What follows belongs to an exercise in optimizing a design on an open flow for small area, a short achievable clock period and few clock cycles; a production flow would make more cautious choices. Only simulation tests tie the RTL to the original design; equivalence was not proved. Power figures rest on the tool's default switching activity, not on a simulated workload.

Setup of job 1395:
## least_served_grant_arbiter_core
module least_served_grant_arbiter_core #(
    parameter int MAX_SLAVES = lsga_pkg::MAX_SLAVES_DEF
) (
    input  logic                 i_clk,
    input  logic                 i_rst_n,
    input  logic                 i_cfg_we,
    input  logic [lsga_pkg::IDX_W-1:0]     i_cfg_wdata,       
    input  logic                 i_s_axis_tvalid,
    output logic                 o_s_axis_tready,
    input  logic [lsga_pkg::S_TDATA_W-1:0] i_s_axis_tdata,    
    input  logic [lsga_pkg::OPCODE_W-1:0]  i_s_axis_tuser,    
    output logic                 o_m_axis_tvalid,
    input  logic                 i_m_axis_tready,
    output logic [lsga_pkg::M_TDATA_W-1:0] o_m_axis_tdata     
);
export LEC_CHECK = 0
export CAP_MARGIN = 20
export CORE_MARGIN = 2
export CORE_UTILIZATION = 45
export CTS_CLUSTER_DIAMETER = 70
export CTS_CLUSTER_SIZE = 26
export SETUP_SLACK_MARGIN = 3.0
export SLEW_MARGIN = 20
export TNS_END_PERCENT = 0
create_clock -name core_clock -period 5.0 [get_ports {i_clk}]
run.sh (not shown) runs the stock make flow with config.mk's settings and CLKGATE_MAP_FILE= SYNTH_SCRIPT=/design/flow/synth_recipe.tcl, a recipe that flattens the netlist after the stock synthesis.
Testbench counts of job 1395, summed over its fixed seeds: cycles 12,129.
### job 1395 -> job 591
- SETUP_SLACK_MARGIN: 3.0 -> 2.6
- PLACE_DENSITY: unset -> 0.8
- CORE_UTILIZATION: 45 -> 55
[summary]
Job 591 against job 1395; total length of routed met2 wires is down by a few percent. Placeable core region: job 591 vs job 1395 down 18%. [job 591 vs job 1395] row count: lower in job 591. Compared with job 1395, job 591 shows a higher final period utilization. Of job 591 and job 1395, job 1395 shows the higher worst-case setup margin in the final layout, with job 591 below it. Compared job 591 vs job 1395, and area of the multi-input gates is down in job 591. Sequential share of layout area is higher on job 591.
Modified inputs, job 5485 compared to job 591
- swapping 55 for 45 in CORE_UTILIZATION
- swapping 0.8 for 0.75 in PLACE_DENSITY
[summary]
Looking at critical path depth, job 5485 sits 1 higher than job 591 does. Job 5485 went all the way through synthesis, placement and routing and the layout is clean on timing, DRC and antenna. The area fraction of clock buffers and clock inverters was comparable across job 591 and job 5485. Re number of flip-flops and latches: no difference whatsoever between job 5485 and job 591.
The inputs of job 3873 differ from those of job 5485 as listed below.
- changing TNS_END_PERCENT from 0 to 5
- changing SETUP_SLACK_MARGIN from 2.6 to 1.7
- changing CTS_CLUSTER_DIAMETER from 70 to 80
- removing PLACE_DENSITY (formerly 0.75)
- changing CTS_CLUSTER_SIZE from 26 to 30
## What came out
- Routed wire length went up by a little under 10% going from job 5485 to job 3873.
- On final cell count, job 3873 tracks job 5485 almost exactly.
- Reported for job 3873 and job 5485, count of different cell masters after synthesis turned out identical to the last digit.
- Final area (lower): job 3873
- Summary of job 3873 over job 5485: number of buffers inserted by hold repair at cts essentially unchanged; count of clock-buffer cells in the layout decreased 15.
- Job 3873 ended up with sky130_fd_sc_hd__maj3_1 as its cell at the slowest stage of the critical path; job 5485 ended up with sky130_fd_sc_hd__nor4_1.
diff inputs: job 3873 => job 4762
- swapping 5 for 0 in TNS_END_PERCENT
- swapping 30 for 26 in CTS_CLUSTER_SIZE
- swapping 80 for 70 in CTS_CLUSTER_DIAMETER
- swapping 1.7 for 2.6 in SETUP_SLACK_MARGIN
==> run summary <==
- Changes observed in job 4762 relative to job 3873: clock network power climbed 14%; total of fill cells in the finished design saw little to no change; fraction of standard cell area that is sequential has decreased; total power +540 uW; die area stayed essentially flat.
- Relative to job 3873, post-CTS setup-driven buffer insertion count increased by 29 in job 4762.
- The final layout from job 4762, which completed every stage, passed the timing, DRC and antenna checks at the end of the flow.
- On utilization: between job 3873 and job 4762, it ends up lower for job 3873.
- In job 4762 the final critical-path share of the clock period turned out 2.2 points lower than in job 3873.

* * *

v16:
Another version of the RTL of least_served_grant_arbiter_core (not shown whole).
For scale: about 790 flip-flops, about 39000 um^2 of cells after synthesis.
// least_served_grant_arbiter_core
module least_served_grant_arbiter_core #(
    parameter int MAX_SLAVES = lsga_pkg::MAX_SLAVES_DEF
) (
    input  logic                 i_clk,
    input  logic                 i_rst_n,
    input  logic                 i_cfg_we,
    input  logic [lsga_pkg::IDX_W-1:0]     i_cfg_wdata,       
    input  logic                 i_s_axis_tvalid,
    output logic                 o_s_axis_tready,
    input  logic [lsga_pkg::S_TDATA_W-1:0] i_s_axis_tdata,    
    input  logic [lsga_pkg::OPCODE_W-1:0]  i_s_axis_tuser,    
    output logic                 o_m_axis_tvalid,
    input  logic                 i_m_axis_tready,
    output logic [lsga_pkg::M_TDATA_W-1:0] o_m_axis_tdata     
);
    localparam int N   = MAX_SLAVES;
    localparam int SW  = lsga_pkg::SERVED_W;
    localparam int BW  = lsga_pkg::BYTES_W;
    localparam int DW  = lsga_pkg::DEST_W;
    localparam int IW  = lsga_pkg::IDX_W;
    localparam logic [IW-1:0] ACT_RST = (N < lsga_pkg::ACTIVE_RESET) ? IW'(N) : IW'(lsga_pkg::ACTIVE_RESET);
    logic [1:0]    w_op;
    logic [IW-1:0] w_idx;
    logic [BW-1:0] w_bytes;
    logic [DW-1:0] w_dest;
    assign w_op    = i_s_axis_tuser;
    assign w_idx   = i_s_axis_tdata[IW-1:0];
    assign w_bytes = i_s_axis_tdata[IW +: BW];
    assign w_dest  = i_s_axis_tdata[IW+BW +: DW];
    logic          r_out_valid;
    logic [22:0]   r_out_data;
    logic [N-1:0]  r_act;        
    logic [N-1:0]  w_flag;
    logic [SW-1:0] w_served [N];
    logic [BW-1:0] w_size [N];
    logic [DW-1:0] w_sdest [N];
    logic [N-1:0]  w_bc_wins;
    logic [N-1:0]  r_g_oh;       
    logic [N-1:0]  r_t_oh;       
    logic [SW-1:0] r_tot;
    logic r_hold;
    logic w_hold, w_accept;
    assign w_hold          = r_hold;
    assign o_s_axis_tready = !w_hold && (!r_out_valid || i_m_axis_tready);
    assign w_accept        = i_s_axis_tvalid && o_s_axis_tready;
    logic [N-1:0] w_dec;
    always_comb begin
        for (int k = 0; k < N; k++) w_dec[k] = (w_idx == IW'(k + 1));
    end
    logic w_rec_ok, w_rec_set, w_clr_req, w_clr_all, w_grant;
    assign w_rec_ok  = |(w_dec & r_act);
  ...
clock: 5.0 ns
lec_check: 0
cap_margin: 20
core_margin: 2
core_utilization: 45
cts_cluster_diameter: 70
cts_cluster_size: 26
place_density: 0.75
setup_slack_margin: 2.6
slew_margin: 20
synth_hierarchical: 1
tns_end_percent: 0
Every stage of the flow completed for v16, and the final layout passed the timing, DRC and antenna checks.
Testbench counts of v16, summed over its fixed seeds: cycles 12,129.
Modified inputs, v22 compared to v16
- SETUP_SLACK_MARGIN changed from 2.6 to 2.3
- SYNTH_HIERARCHICAL removed (was 1)
Notes after the runs:
Going from v16 to v22, the clock period minus worst slack was found to have gone down by 0.18 ns.
v22 reports a higher initial antenna violation count than v16 does.
Static leakage delta (v22 − v16): favourable
On setup slack, v22 does better than v16.
v22: share of the cycle needed by the critical path after routing 3.5 points below v16
The lower number of placed instances, taps included came out of v22.
v22 ended up with a higher routed via count divided by cell count than v16 did.
Relative to v16, routed wire length has increased by about 10% in v22.
On row count, the higher figure sits with v16, not v22.
The proportion of power drawn by the clock network was comparable across v22 and v16.
Input changes introduced in v57 (baseline for comparison: v22):
- a change of CORE_UTILIZATION from 45 to 40
- a change of SETUP_SLACK_MARGIN from 2.3 to 2.6
[summary]
v57 completed; timing, DRC and antenna clean
Compare v22 and v57 | area growth from synthesis to layout higher: v57
The higher max-slew headroom at the worst pin came out of v22.
Relative to v22, v57 improves final setup slack of the worst path.
Taking v22 as the reference, in v57 number of search-and-repair iterations in the first detailed-routing pass shows a reduction of 1, wire length went up 2.5 mm, buffer count excluding the clock tree in the final layout rose by about 10%.
Compared with v22, v57 shows a setup slack at placement that is 0.019 ns higher.
Between v22 and v57, the total area of sequential cells does not differ in any meaningful way.
Sequential portion of the cell area (lower): v57
> inputs changed (v57 -> v40)
- a change of PLACE_DENSITY from 0.75 to 0.7
- a change of CORE_UTILIZATION from 40 to 50
==> run summary <==
- v40: PASS, flow complete, no timing, DRC or antenna violations
- Comparing v57 and v40, cell area after layout is higher on v57.
- Compared with v57, in v40 relative slew slack now sits higher; sequential cell area stayed essentially flat; power after layout now sits higher.
- Sort v57 and v40 by sequential share of layout area, descending, and v40 comes first.
- v40 reports a higher part of the power in the clock network than v57 does.
- The total leakage power of v40 exceeds that of v57 by about 0.9%.
- Diff v57 and v40: register-to-register setup slack higher in v57
- Between v57 and v40, first-iteration DRC count is lower for v57, v40 comes in above that.
- Against v57 as the reference, v40 delivers a lower maximum frequency.
- Diff v57..v40 | layout net count | negligible

* * *

Another version of the RTL of least_served_grant_arbiter_core (not shown whole).
Size in the first run: roughly 3,200 cells after synthesis, roughly 790 flip-flops, roughly 61 I/O pins.
==> flow/config.mk <==
export PLATFORM = sky130hd
export DESIGN_NAME = least_served_grant_arbiter_core
export DESIGN_NICKNAME = least_served_grant_arbiter_core
export VERILOG_FILES = /design/flow/design.v
export SDC_FILE = /design/flow/constraint.sdc
export NUM_CORES = 4
export LEC_CHECK = 0
export CAP_MARGIN = 20
export CORE_MARGIN = 2
export CORE_UTILIZATION = 45
export SETUP_SLACK_MARGIN = 1.5
export SLEW_MARGIN = 20
==> flow/constraint.sdc <==
create_clock -name core_clock -period 5.0 [get_ports {i_clk}]
set_input_delay 1.0000 -clock core_clock [delete_from_list [all_inputs] [get_ports {i_clk}]]
set_output_delay 1.0000 -clock core_clock [all_outputs]
set_load 0.01 [all_outputs]
Testbench counts at the start, summed over its fixed seeds: cycles 12,129.
Edit:
- SETUP_SLACK_MARGIN: 1.5 -> 1.9
=> First-iteration DRC count increases by roughly a tenth. Combinational power came out higher by a quarter to a third. Clock-buffer cell count is lower by 1.
Edit:
==> flow/flow/run.sh (new file) <==
#!/bin/bash
set -euo pipefail
MARGIN=1.5
bash standard.sh synth floorplan place > flow_1_synth_place.log 2>&1
bash standard.sh SETUP_SLACK_MARGIN=$MARGIN finish > flow_2_cts_route_finish.log 2>&1
==> flow/standard.sh (new file) <==
#!/bin/bash
# synth_recipe.tcl (not shown) runs the flow's synth.tcl, then flattens the netlist and writes it again
# the make line also repeats each setting of config.mk as NAME=value (left out here)
make -C /OpenROAD-flow-scripts/flow DESIGN_CONFIG=/design/flow/config.mk WORK_HOME=/design/flow/orfs CLKGATE_MAP_FILE= SYNTH_SCRIPT=/design/flow/synth_recipe.tcl "${@:-finish}"
- SETUP_SLACK_MARGIN: 1.9 -> unset
removed: flow/run.sh
The new run went through all stages and came out clean.
Non-clock buffer count came out lower by 126.
Hold slack degrades by 15 ps.
Power came out lower by a few percent.
Core utilization came out lower by 3.6 points.
Clock power came out lower slightly.
Register-to-register slack degrades by 190 ps.
Combinational power came out lower by about a fifth.

-- afterwards: timing with drivers on the ports --
In the flow no input, the clock included, has a driving cell. The finished layouts below were timed again as built, in two steps.
Step 1, drivers: a clkbuf_16 drives i_clk and a buf_2 each remaining input, both assumed.
Step 2, shift: input delay + t, output delay - t, t = (earliest + latest rising clock arrival at the registers) / 2. This alone moves slack from input paths to output paths.
Three values: ideal, step 1, step 2; two values: the first two.
run	t, ns	slack for setup (ns)	worst hold slack (ns)	worst setup path at the end
job 1395	0.698	1.661 / 1.661 / 1.141	0.388 / 0.388 / 0.388	input to register
job 591	0.706	1.607 / 1.607 / 0.958	0.372 / 0.372 / 0.372	input to register
job 5485	0.699	1.700 / 1.715 / 1.035	0.419 / 0.419 / 0.419	input to register
job 3873	0.691	1.552 / 1.552 / 1.072	0.437 / 0.437 / 0.437	input to register
job 4762	0.698	1.661 / 1.661 / 1.141	0.388 / 0.388 / 0.388	input to register
v16	0.690	1.756 / 1.756 / 1.277	0.393 / 0.393 / 0.393	input to register
v22	0.681	1.931 / 1.931 / 1.505	0.373 / 0.373 / 0.373	input to register
v57	0.693	2.011 / 2.011 / 1.485	0.367 / 0.367 / 0.367	input to register
v40	0.708	1.963 / 1.963 / 1.390	0.386 / 0.386 / 0.386	input to register
the first run of note 3	0.732	1.534 / 1.534 / 0.870	0.394 / 0.394 / 0.394	input to register
the second run of note 3	0.734	1.674 / 1.674 / 1.334	0.396 / 0.396 / 0.396	input to register
the third run of note 3	0.746	1.489 / 1.489 / 0.899	0.381 / 0.381 / 0.381	input to register
After both steps every run listed still meets setup and hold. For job 5485, which loses most, drivers alone change the setup slack by +0.015 ns; drivers and shift together by -0.665 ns.
